From an optimization exercise on the open Yosys and OpenROAD flow, aimed at small area; shortcuts taken in it are not production practice. At most, simulation tests tie the RTL to the original design; equivalence was not proved. No activity file was given, so power comes from the tool's default toggle rates.

==> module dcache, before the edit <==
module dcache #(
  parameter int IDX_W = 3
) (
  input  logic        CLK,
  input  logic        nRST,
  input  logic        halt,
  input  logic        dmemREN,
  input  logic        dmemWEN,
  input  logic [31:0] dmemaddr,
  input  logic [31:0] dmemstore,
  output logic        dhit,
  output logic [31:0] dmemload,
  output logic        flushed,
  output logic        dREN,
  output logic        dWEN,
  output logic [31:0] daddr,
  output logic [31:0] dstore,
  input  logic [31:0] dload,
  input  logic        dwait
);
  localparam int SETS  = 1 << IDX_W;
  localparam int TAG_W = 29 - IDX_W;
  logic                r_w, r_f, r_h, r_r;
  logic                n_w, n_f, n_h, n_r;
  logic [IDX_W-1:0]    r_fidx;
  logic [SETS-1:0]     r_valid;
  logic [SETS-1:0]     r_dirty;
  logic [TAG_W-1:0]    r_tag   [SETS];
  logic [31:0]         r_word0 [SETS];
  logic [31:0]         r_word1 [SETS];
  logic                w_idle, w_done, w_fchk, w_fl1;
  logic [IDX_W-1:0]    w_idx;
  logic [TAG_W-1:0]    w_tag_rd;
  logic [SETS-1:0]     w_oh8;
  logic [2*SETS-1:0]   w_oh16, w_we16;
  logic [SETS-1:0]     w_wetag;
  logic [1:0]          w_wsel;
  logic                w_vd, w_hit, w_sthit, w_miss, w_last;
  logic                w_rsel, w_wr, w_tagwr;
  logic [31:0]         w_wdata;
  logic                w_unused;
  assign w_unused = &{1'b0, dmemaddr[1:0]};
  assign w_idle = ~(r_w | r_f | r_r);
  assign w_done = r_f & r_h & ~r_w;
  assign w_fchk = r_f & ~r_h & ~r_w;
  assign w_fl1  = r_f & r_h & r_w;
  assign w_last = &r_fidx;
  assign w_idx    = r_f ? r_fidx : dmemaddr[2+IDX_W:3];
  assign w_vd     = |(w_oh8 & r_valid & r_dirty);
  assign w_rsel   = w_idle ? dmemaddr[2] : r_h;
  always_comb begin
    for (int i = 0; i < SETS; i++) w_oh8[i] = (w_idx == i);
  end
  assign w_wsel = {w_wr & w_rsel, w_wr & ~w_rsel};
  for (genvar i = 0; i < SETS; i++) begin : g_sel
    dcache_and2 u_r0 (.a(w_oh8[i]), .b(~w_rsel),   .y(w_oh16[2*i]));
    dcache_and2 u_r1 (.a(w_oh8[i]), .b(w_rsel),    .y(w_oh16[2*i + 1]));
    dcache_and2 u_w0 (.a(w_oh8[i]), .b(w_wsel[0]), .y(w_we16[2*i]));
    dcache_and2 u_w1 (.a(w_oh8[i]), .b(w_wsel[1]), .y(w_we16[2*i + 1]));
    dcache_and2 u_wt (.a(w_oh8[i]), .b(w_tagwr),   .y(w_wetag[i]));
  end
  for (genvar b = 0; b < TAG_W; b++) begin : g_tag_rd
    logic [SETS-1:0] col;
    for (genvar i = 0; i < SETS; i++) begin : g_i
      assign col[i] = r_tag[i][b];
    end
    dcache_rd8 u_rd (.oh(w_oh8), .d(col), .q(w_tag_rd[b]));
  end
  for (genvar b = 0; b < 32; b++) begin : g_word_rd
    logic [2*SETS-1:0] col;
    for (genvar i = 0; i < SETS; i++) begin : g_i
      assign col[2*i]     = r_word0[i][b];
      assign col[2*i + 1] = r_word1[i][b];
    end
    dcache_rd16 u_rd (.oh(w_oh16), .d(col), .q(dmemload[b]));
  end
  assign dstore = dmemload;
  assign w_hit   = w_idle & ~halt & (dmemREN | dmemWEN) &
                   (|(w_oh8 & r_valid)) & (w_tag_rd == dmemaddr[31:3+IDX_W]);
  assign w_miss  = w_idle & ~halt & (dmemREN | dmemWEN) & ~w_hit;
  assign w_sthit = w_hit & dmemWEN;
  assign dhit    = w_hit;
  assign dREN    = r_r;
  assign dWEN    = r_w;
  assign flushed = w_done;
  assign daddr   = {w_tag_rd, w_idx, r_h, 2'b00};
  always_comb begin
    {n_w, n_f, n_h, n_r} = {r_w, r_f, r_h, r_r};
    if (w_idle) begin
      if (halt)        {n_w, n_f, n_h, n_r} = 4'b0100;
      else if (w_miss) {n_w, n_f, n_h, n_r} = w_vd ? 4'b1000 : 4'b0001;
    end else if (w_fchk) begin
      if (w_vd)        {n_w, n_f, n_h, n_r} = 4'b1100;
      else if (w_last) {n_w, n_f, n_h, n_r} = 4'b0110;
    end else if (!w_done && !dwait) begin
      if (!r_h)        n_h = 1'b1;                           
      else if (r_r)    {n_w, n_f, n_h, n_r} = 4'b0000;       
      else if (!r_f)   {n_w, n_f, n_h, n_r} = 4'b0001;       
      else             {n_w, n_f, n_h, n_r} = w_last ? 4'b0110 : 4'b0100;  
    end
  end
  always_ff @(posedge CLK or negedge nRST) begin
    if (!nRST) {r_w, r_f, r_h, r_r} <= 4'b0000;
    else       {r_w, r_f, r_h, r_r} <= {n_w, n_f, n_h, n_r};
  end
  always_ff @(posedge CLK) begin
    if (!r_f)                                  r_fidx <= '0;
    else if ((w_fchk & ~w_vd) | (w_fl1 & ~dwait)) r_fidx <= r_fidx + 1'b1;
  end
  assign w_wr    = r_r | w_sthit;
  assign w_wdata = ~(r_r ? dload : dmemstore);    
  assign w_tagwr = (w_miss & ~w_vd) | (r_w & r_h & ~r_f & ~dwait);
  always_ff @(posedge CLK or negedge nRST) begin
    if (!nRST) r_valid <= '0;
    else       r_valid <= r_valid | w_wetag;
  end
  always_ff @(posedge CLK) begin
    for (int i = 0; i < SETS; i++) begin
      if (w_oh8[i] & w_wr)  r_dirty[i] <= ~r_r;
      if (w_wetag[i])       r_tag[i]   <= dmemaddr[31:3+IDX_W];
      if (w_we16[2*i])      r_word0[i] <= w_wdata;
      if (w_we16[2*i + 1])  r_word1[i] <= w_wdata;
    end
  end
endmodule
export LEC_CHECK = 0
export CAP_MARGIN = 5
export CORE_MARGIN = 2
export CORE_UTILIZATION = 60
export PLACE_DENSITY = 0.7
export SLEW_MARGIN = 5
export SYNTH_HIERARCHICAL = 1
export SYNTH_MINIMUM_KEEP_SIZE = 0
create_clock -name core_clock -period 12.0 [get_ports {CLK}]
standard.sh (not shown) runs the stock make flow with config.mk's settings and CLKGATE_MAP_FILE= SYNTH_SCRIPT=/design/flow/synth_recipe.tcl, a recipe that flattens the netlist after the stock synthesis.
==> flow/flow/run.sh <==
#!/bin/bash
# Standard ORFS layout, with small port buffers and a clock tree built from
# small clock buffers without dummy loads. ORFS writes each tool's full log
# under orfs/logs/; the make output goes to flow_make.log here.
set -euo pipefail
export BUFFER_PORTS_ARGS="-buffer_cell sky130_fd_sc_hd__buf_1"
export CTS_ARGS="-sink_clustering_enable -repair_clock_nets -dont_use_dummy_load -root_buf sky130_fd_sc_hd__clkbuf_4 -buf_list {sky130_fd_sc_hd__clkbuf_4} -sink_clustering_size 10 -sink_clustering_max_diameter 50"
bash standard.sh finish > flow_make.log 2>&1
Then changed:
--- a/flow/design.v
+++ b/flow/design.v
@@ -33,8 +33,9 @@
   logic [TAG_W-1:0]    w_tag_rd;
   logic [SETS-1:0]     w_oh8;
   logic [2*SETS-1:0]   w_oh16, w_we16;
   logic [SETS-1:0]     w_wetag;
+  logic [SETS/2-1:0]   w_pre4;
   logic [1:0]          w_wsel;
   logic                w_vd, w_hit, w_sthit, w_miss, w_last;
   logic                w_rsel, w_wr, w_tagwr;
   logic [31:0]         w_wdata;
@@ -48,9 +49,16 @@
   assign w_idx    = r_f ? r_fidx : dmemaddr[2+IDX_W:3];
   assign w_vd     = |(w_oh8 & r_valid & r_dirty);
   assign w_rsel   = w_idle ? dmemaddr[2] : r_h;
   always_comb begin
-    for (int i = 0; i < SETS; i++) w_oh8[i] = (w_idx == i);
+    for (int i = 0; i < SETS/2; i++) w_pre4[i] = (w_idx[IDX_W-1:1] == i);
+  end
+  for (genvar i = 0; i < SETS; i++) begin : g_dec
+    if (i % 2 == 0) begin : g_even
+      dcache_and2 u_d (.a(w_pre4[i/2]), .b(~w_idx[0]), .y(w_oh8[i]));
+    end else begin : g_odd
+      dcache_and2 u_d (.a(w_pre4[i/2]), .b(w_idx[0]),  .y(w_oh8[i]));
+    end
   end
   assign w_wsel = {w_wr & w_rsel, w_wr & ~w_rsel};
   for (genvar i = 0; i < SETS; i++) begin : g_sel
     dcache_and2 u_r0 (.a(w_oh8[i]), .b(~w_rsel),   .y(w_oh16[2*i]));
Routed wire length goes down by 1.4%.
Total power rises by 6.3%.
Hold slack stays flat.
Maximum frequency falls by 2.2%.
Via count barely changes.

---

Setup of run a:
The RTL this note starts from:
==> flow/design.v <==
module dcache #(
  parameter int IDX_W = 3
) (
  input  logic        CLK,
  input  logic        nRST,
  input  logic        halt,
  input  logic        dmemREN,
  input  logic        dmemWEN,
  input  logic [31:0] dmemaddr,
  input  logic [31:0] dmemstore,
  output logic        dhit,
  output logic [31:0] dmemload,
  output logic        flushed,
  output logic        dREN,
  output logic        dWEN,
  output logic [31:0] daddr,
  output logic [31:0] dstore,
  input  logic [31:0] dload,
  input  logic        dwait
);
  localparam int SETS  = 1 << IDX_W;
  localparam int TAG_W = 29 - IDX_W;
  logic                r_w, r_f, r_h, r_r;
  logic                n_w, n_f, n_h, n_r;
  logic [IDX_W-1:0]    r_fidx;
  logic [SETS-1:0]     r_valid;
  logic [SETS-1:0]     r_dirty;
  logic [TAG_W-1:0]    r_tag   [SETS];
  logic [31:0]         r_word0 [SETS];
  logic [31:0]         r_word1 [SETS];
  logic                w_idle, w_done, w_fchk, w_fl1;
  logic [IDX_W-1:0]    w_idx;
  logic [TAG_W-1:0]    w_tag_rd;
  logic [SETS-1:0]     w_oh8;
  logic [2*SETS-1:0]   w_oh16;
  logic                w_vd, w_hit, w_sthit, w_miss, w_last;
  logic                w_rsel, w_wr, w_tagwr;
  logic [31:0]         w_wdata;
  logic                w_unused;
  assign w_unused = &{1'b0, dmemaddr[1:0]};
  assign w_idle = ~(r_w | r_f | r_r);
  assign w_done = r_f & r_h & ~r_w;
  assign w_fchk = r_f & ~r_h & ~r_w;
  assign w_fl1  = r_f & r_h & r_w;
  assign w_last = &r_fidx;
  assign w_idx    = r_f ? r_fidx : dmemaddr[2+IDX_W:3];
  assign w_vd     = |(w_oh8 & r_valid & r_dirty);
  assign w_rsel   = w_idle ? dmemaddr[2] : r_h;
  always_comb begin
    for (int i = 0; i < SETS; i++) begin
      w_oh8[i]        = (w_idx == i);
      w_oh16[2*i]     = w_oh8[i] & ~w_rsel;
      w_oh16[2*i + 1] = w_oh8[i] &  w_rsel;
    end
  end
  for (genvar b = 0; b < TAG_W; b++) begin : g_tag_rd
    logic [SETS-1:0] col;
    for (genvar i = 0; i < SETS; i++) begin : g_i
      assign col[i] = r_tag[i][b];
    end
    dcache_rd8 u_rd (.oh(w_oh8), .d(col), .q(w_tag_rd[b]));
  end
  for (genvar b = 0; b < 32; b++) begin : g_word_rd
    logic [2*SETS-1:0] col;
    for (genvar i = 0; i < SETS; i++) begin : g_i
      assign col[2*i]     = r_word0[i][b];
      assign col[2*i + 1] = r_word1[i][b];
    end
    dcache_rd16 u_rd (.oh(w_oh16), .d(col), .q(dmemload[b]));
  end
  assign dstore = dmemload;
  assign w_hit   = w_idle & ~halt & (dmemREN | dmemWEN) &
                   (|(w_oh8 & r_valid)) & (w_tag_rd == dmemaddr[31:3+IDX_W]);
  assign w_miss  = w_idle & ~halt & (dmemREN | dmemWEN) & ~w_hit;
  assign w_sthit = w_hit & dmemWEN;
  assign dhit    = w_hit;
  assign dREN    = r_r;
  assign dWEN    = r_w;
  assign flushed = w_done;
  assign daddr   = {w_tag_rd, w_idx, r_h, 2'b00};
  always_comb begin
    {n_w, n_f, n_h, n_r} = {r_w, r_f, r_h, r_r};
    if (w_idle) begin
      if (halt)        {n_w, n_f, n_h, n_r} = 4'b0100;
      else if (w_miss) {n_w, n_f, n_h, n_r} = w_vd ? 4'b1000 : 4'b0001;
    end else if (w_fchk) begin
      if (w_vd)        {n_w, n_f, n_h, n_r} = 4'b1100;
      else if (w_last) {n_w, n_f, n_h, n_r} = 4'b0110;
    end else if (!w_done && !dwait) begin
      if (!r_h)        n_h = 1'b1;                           
      else if (r_r)    {n_w, n_f, n_h, n_r} = 4'b0000;       
      else if (!r_f)   {n_w, n_f, n_h, n_r} = 4'b0001;       
      else             {n_w, n_f, n_h, n_r} = w_last ? 4'b0110 : 4'b0100;  
    end
  end
  always_ff @(posedge CLK or negedge nRST) begin
    if (!nRST) {r_w, r_f, r_h, r_r} <= 4'b0000;
    else       {r_w, r_f, r_h, r_r} <= {n_w, n_f, n_h, n_r};
  end
  always_ff @(posedge CLK) begin
    if (!r_f)                                  r_fidx <= '0;
    else if ((w_fchk & ~w_vd) | (w_fl1 & ~dwait)) r_fidx <= r_fidx + 1'b1;
  end
  assign w_wr    = r_r | w_sthit;
  assign w_wdata = ~(r_r ? dload : dmemstore);    
  assign w_tagwr = (w_miss & ~w_vd) | (r_w & r_h & ~r_f & ~dwait);
  always_ff @(posedge CLK or negedge nRST) begin
    if (!nRST) r_valid <= '0;
    else       r_valid <= r_valid | (w_oh8 & {SETS{w_tagwr}});
  end
  always_ff @(posedge CLK) begin
    for (int i = 0; i < SETS; i++) begin
      if (w_oh8[i] & w_wr)        r_dirty[i] <= ~r_r;
      if (w_oh8[i] & w_tagwr)     r_tag[i]   <= dmemaddr[31:3+IDX_W];
      if (w_oh16[2*i] & w_wr)     r_word0[i] <= w_wdata;
      if (w_oh16[2*i + 1] & w_wr) r_word1[i] <= w_wdata;
    end
  end
endmodule
module dcache_aoi222 (
  input  logic a0, a1, b0, b1, c0, c1,
  output logic y
);
  assign y = ~((a0 & a1) | (b0 & b1) | (c0 & c1));
endmodule
module dcache_nand2 (
  input  logic a, b,
  output logic y
);
  assign y = ~(a & b);
endmodule
module dcache_nand4 (
  input  logic [3:0] a,
  output logic       y
);
  assign y = ~&a;
endmodule
module dcache_and6 (
  input  logic [5:0] a,
  output logic       y
);
  assign y = &a;
endmodule
module dcache_rd8 (
  input  logic [7:0] oh,
  input  logic [7:0] d,
  output logic       q
);
  logic [3:0] t;
  dcache_aoi222 u0 (.a0(oh[0]), .a1(d[0]), .b0(oh[1]), .b1(d[1]), .c0(oh[2]), .c1(d[2]), .y(t[0]));
  dcache_aoi222 u1 (.a0(oh[3]), .a1(d[3]), .b0(oh[4]), .b1(d[4]), .c0(oh[5]), .c1(d[5]), .y(t[1]));
  dcache_nand2  u2 (.a(oh[6]), .b(d[6]), .y(t[2]));
  dcache_nand2  u3 (.a(oh[7]), .b(d[7]), .y(t[3]));
  dcache_nand4  u4 (.a(t), .y(q));
endmodule
module dcache_rd16 (
  input  logic [15:0] oh,
  input  logic [15:0] d,
  output logic        q
);
  logic [5:0] t;
  dcache_aoi222 u0 (.a0(oh[0]),  .a1(d[0]),  .b0(oh[1]),  .b1(d[1]),  .c0(oh[2]),  .c1(d[2]),  .y(t[0]));
  dcache_aoi222 u1 (.a0(oh[3]),  .a1(d[3]),  .b0(oh[4]),  .b1(d[4]),  .c0(oh[5]),  .c1(d[5]),  .y(t[1]));
  dcache_aoi222 u2 (.a0(oh[6]),  .a1(d[6]),  .b0(oh[7]),  .b1(d[7]),  .c0(oh[8]),  .c1(d[8]),  .y(t[2]));
  dcache_aoi222 u3 (.a0(oh[9]),  .a1(d[9]),  .b0(oh[10]), .b1(d[10]), .c0(oh[11]), .c1(d[11]), .y(t[3]));
  dcache_aoi222 u4 (.a0(oh[12]), .a1(d[12]), .b0(oh[13]), .b1(d[13]), .c0(oh[14]), .c1(d[14]), .y(t[4]));
  dcache_nand2  u5 (.a(oh[15]), .b(d[15]), .y(t[5]));
  dcache_and6   u6 (.a(t), .y(q));
endmodule
Settings: LEC_CHECK=0, CAP_MARGIN=5, CORE_MARGIN=2, CORE_UTILIZATION=50, PLACE_DENSITY=0.6, SLEW_MARGIN=5, SYNTH_HIERARCHICAL=1, SYNTH_MINIMUM_KEEP_SIZE=0; clock period 12.0 ns.
Scripts as last shown in full above: flow/flow/run.sh
Run a closes out successfully: all stages finished, all timing, DRC and antenna checks passed.
Modified inputs, run b compared to run a
diff --git a/flow/design.v b/flow/design.v
--- a/flow/design.v
+++ b/flow/design.v
@@ -34,7 +34,7 @@
   logic [SETS-1:0]     w_oh8;
   logic [2*SETS-1:0]   w_oh16;
   logic                w_vd, w_hit, w_sthit, w_miss, w_last;
-  logic                w_rsel, w_wr, w_tagwr;
+  logic                w_rsel, w_wsel, w_wr, w_tagwr;
   logic [31:0]         w_wdata;
   logic                w_unused;
   assign w_unused = &{1'b0, dmemaddr[1:0]};
@@ -44,7 +44,7 @@
   assign w_fl1  = r_f & r_h & r_w;
   assign w_last = &r_fidx;
   assign w_idx    = r_f ? r_fidx : dmemaddr[2+IDX_W:3];
-  assign w_vd     = |(w_oh8 & r_valid & r_dirty);
+  assign w_vd     = r_valid[w_idx] & r_dirty[w_idx];
   assign w_rsel   = w_idle ? dmemaddr[2] : r_h;
   always_comb begin
     for (int i = 0; i < SETS; i++) begin
@@ -70,7 +70,7 @@
   end
   assign dstore = dmemload;
   assign w_hit   = w_idle & ~halt & (dmemREN | dmemWEN) &
-                   (|(w_oh8 & r_valid)) & (w_tag_rd == dmemaddr[31:3+IDX_W]);
+                   r_valid[w_idx] & (w_tag_rd == dmemaddr[31:3+IDX_W]);
   assign w_miss  = w_idle & ~halt & (dmemREN | dmemWEN) & ~w_hit;
   assign w_sthit = w_hit & dmemWEN;
   assign dhit    = w_hit;
@@ -102,19 +102,18 @@
     else if ((w_fchk & ~w_vd) | (w_fl1 & ~dwait)) r_fidx <= r_fidx + 1'b1;
   end
   assign w_wr    = r_r | w_sthit;
-  assign w_wdata = ~(r_r ? dload : dmemstore);    
+  assign w_wsel  = r_r ? r_h : dmemaddr[2];
+  assign w_wdata = r_r ? dload : dmemstore;
   assign w_tagwr = (w_miss & ~w_vd) | (r_w & r_h & ~r_f & ~dwait);
   always_ff @(posedge CLK or negedge nRST) begin
     if (!nRST) r_valid <= '0;
-    else       r_valid <= r_valid | (w_oh8 & {SETS{w_tagwr}});
+    else if (w_tagwr) r_valid[w_idx] <= 1'b1;
   end
   always_ff @(posedge CLK) begin
-    for (int i = 0; i < SETS; i++) begin
-      if (w_oh8[i] & w_wr)        r_dirty[i] <= ~r_r;
-      if (w_oh8[i] & w_tagwr)     r_tag[i]   <= dmemaddr[31:3+IDX_W];
-      if (w_oh16[2*i] & w_wr)     r_word0[i] <= w_wdata;
-      if (w_oh16[2*i + 1] & w_wr) r_word1[i] <= w_wdata;
-    end
+    if (w_wr)    r_dirty[w_idx] <= ~r_r;
+    if (w_tagwr) r_tag[w_idx]   <= dmemaddr[31:3+IDX_W];
+    if (w_wr & ~w_wsel) r_word0[w_idx] <= w_wdata;
+    if (w_wr &  w_wsel) r_word1[w_idx] <= w_wdata;
   end
 endmodule
 module dcache_aoi222 (
@@ -135,11 +134,11 @@
 );
   assign y = ~&a;
 endmodule
-module dcache_and6 (
+module dcache_nand6 (
   input  logic [5:0] a,
   output logic       y
 );
-  assign y = &a;
+  assign y = ~&a;
 endmodule
 module dcache_rd8 (
   input  logic [7:0] oh,
@@ -165,5 +164,5 @@
   dcache_aoi222 u3 (.a0(oh[9]),  .a1(d[9]),  .b0(oh[10]), .b1(d[10]), .c0(oh[11]), .c1(d[11]), .y(t[3]));
   dcache_aoi222 u4 (.a0(oh[12]), .a1(d[12]), .b0(oh[13]), .b1(d[13]), .c0(oh[14]), .c1(d[14]), .y(t[4]));
   dcache_nand2  u5 (.a(oh[15]), .b(d[15]), .y(t[5]));
-  dcache_and6   u6 (.a(t), .y(q));
+  dcache_nand6  u6 (.a(t), .y(q));
 endmodule
==> results.txt <==
The lower global placement routability congestion came out of run a.
Compared with run a, run b shows a internal power of the cells that is 1.3% higher.
[compare] base=run a new=run b: combinational cell fraction of total power higher, clock skew higher, setup slack of the critical path after layout higher, number of setup violations in the final report roughly the same, wire length higher.
Going from run a to run b, amount of wire on met2 after detailed routing comparable, time the worst path needs with I/O delays and setup lost 300 ps.
Function was not checked in any run of this note: the RTL went through the layout flow alone.

[separate check: timing with driven ports]
How much do the figures lean on ideal ports? The routed layouts below were timed once more, with nothing changed but the port constraints.
Step 1 (the two cells are an assumption about what drives the block):
set clk [get_ports {CLK}]
set_driving_cell -lib_cell sky130_fd_sc_hd__clkbuf_16 $clk
set_driving_cell -lib_cell sky130_fd_sc_hd__buf_2 [delete_from_list [all_inputs] $clk]
Step 2 also shifts input and output timing later by t, the mid clock arrival at the registers, as if the neighbouring blocks saw the same clock.
Three values: no drivers, after step 1, after step 2; two values: the first two.
run	shift t [ns]	slack for setup (ns)	worst setup path at the end	worst slew at a driven data input, ns
the first run of note 1	0.895	3.615 / 3.576 / 3.576	input to output	0.07
the second run of note 1	0.822	3.422 / 3.398 / 3.398	input to output	0.06
run a	0.859	3.028 / 3.004 / 3.004	input to output	0.08
run b	0.867	3.327 / 3.302 / 3.302	input to output	0.08
After both steps every run listed still meets setup and hold. The setup slack of the first run of note 1, which loses most, moves by -0.039 ns with the drivers and by -0.039 ns with both steps.
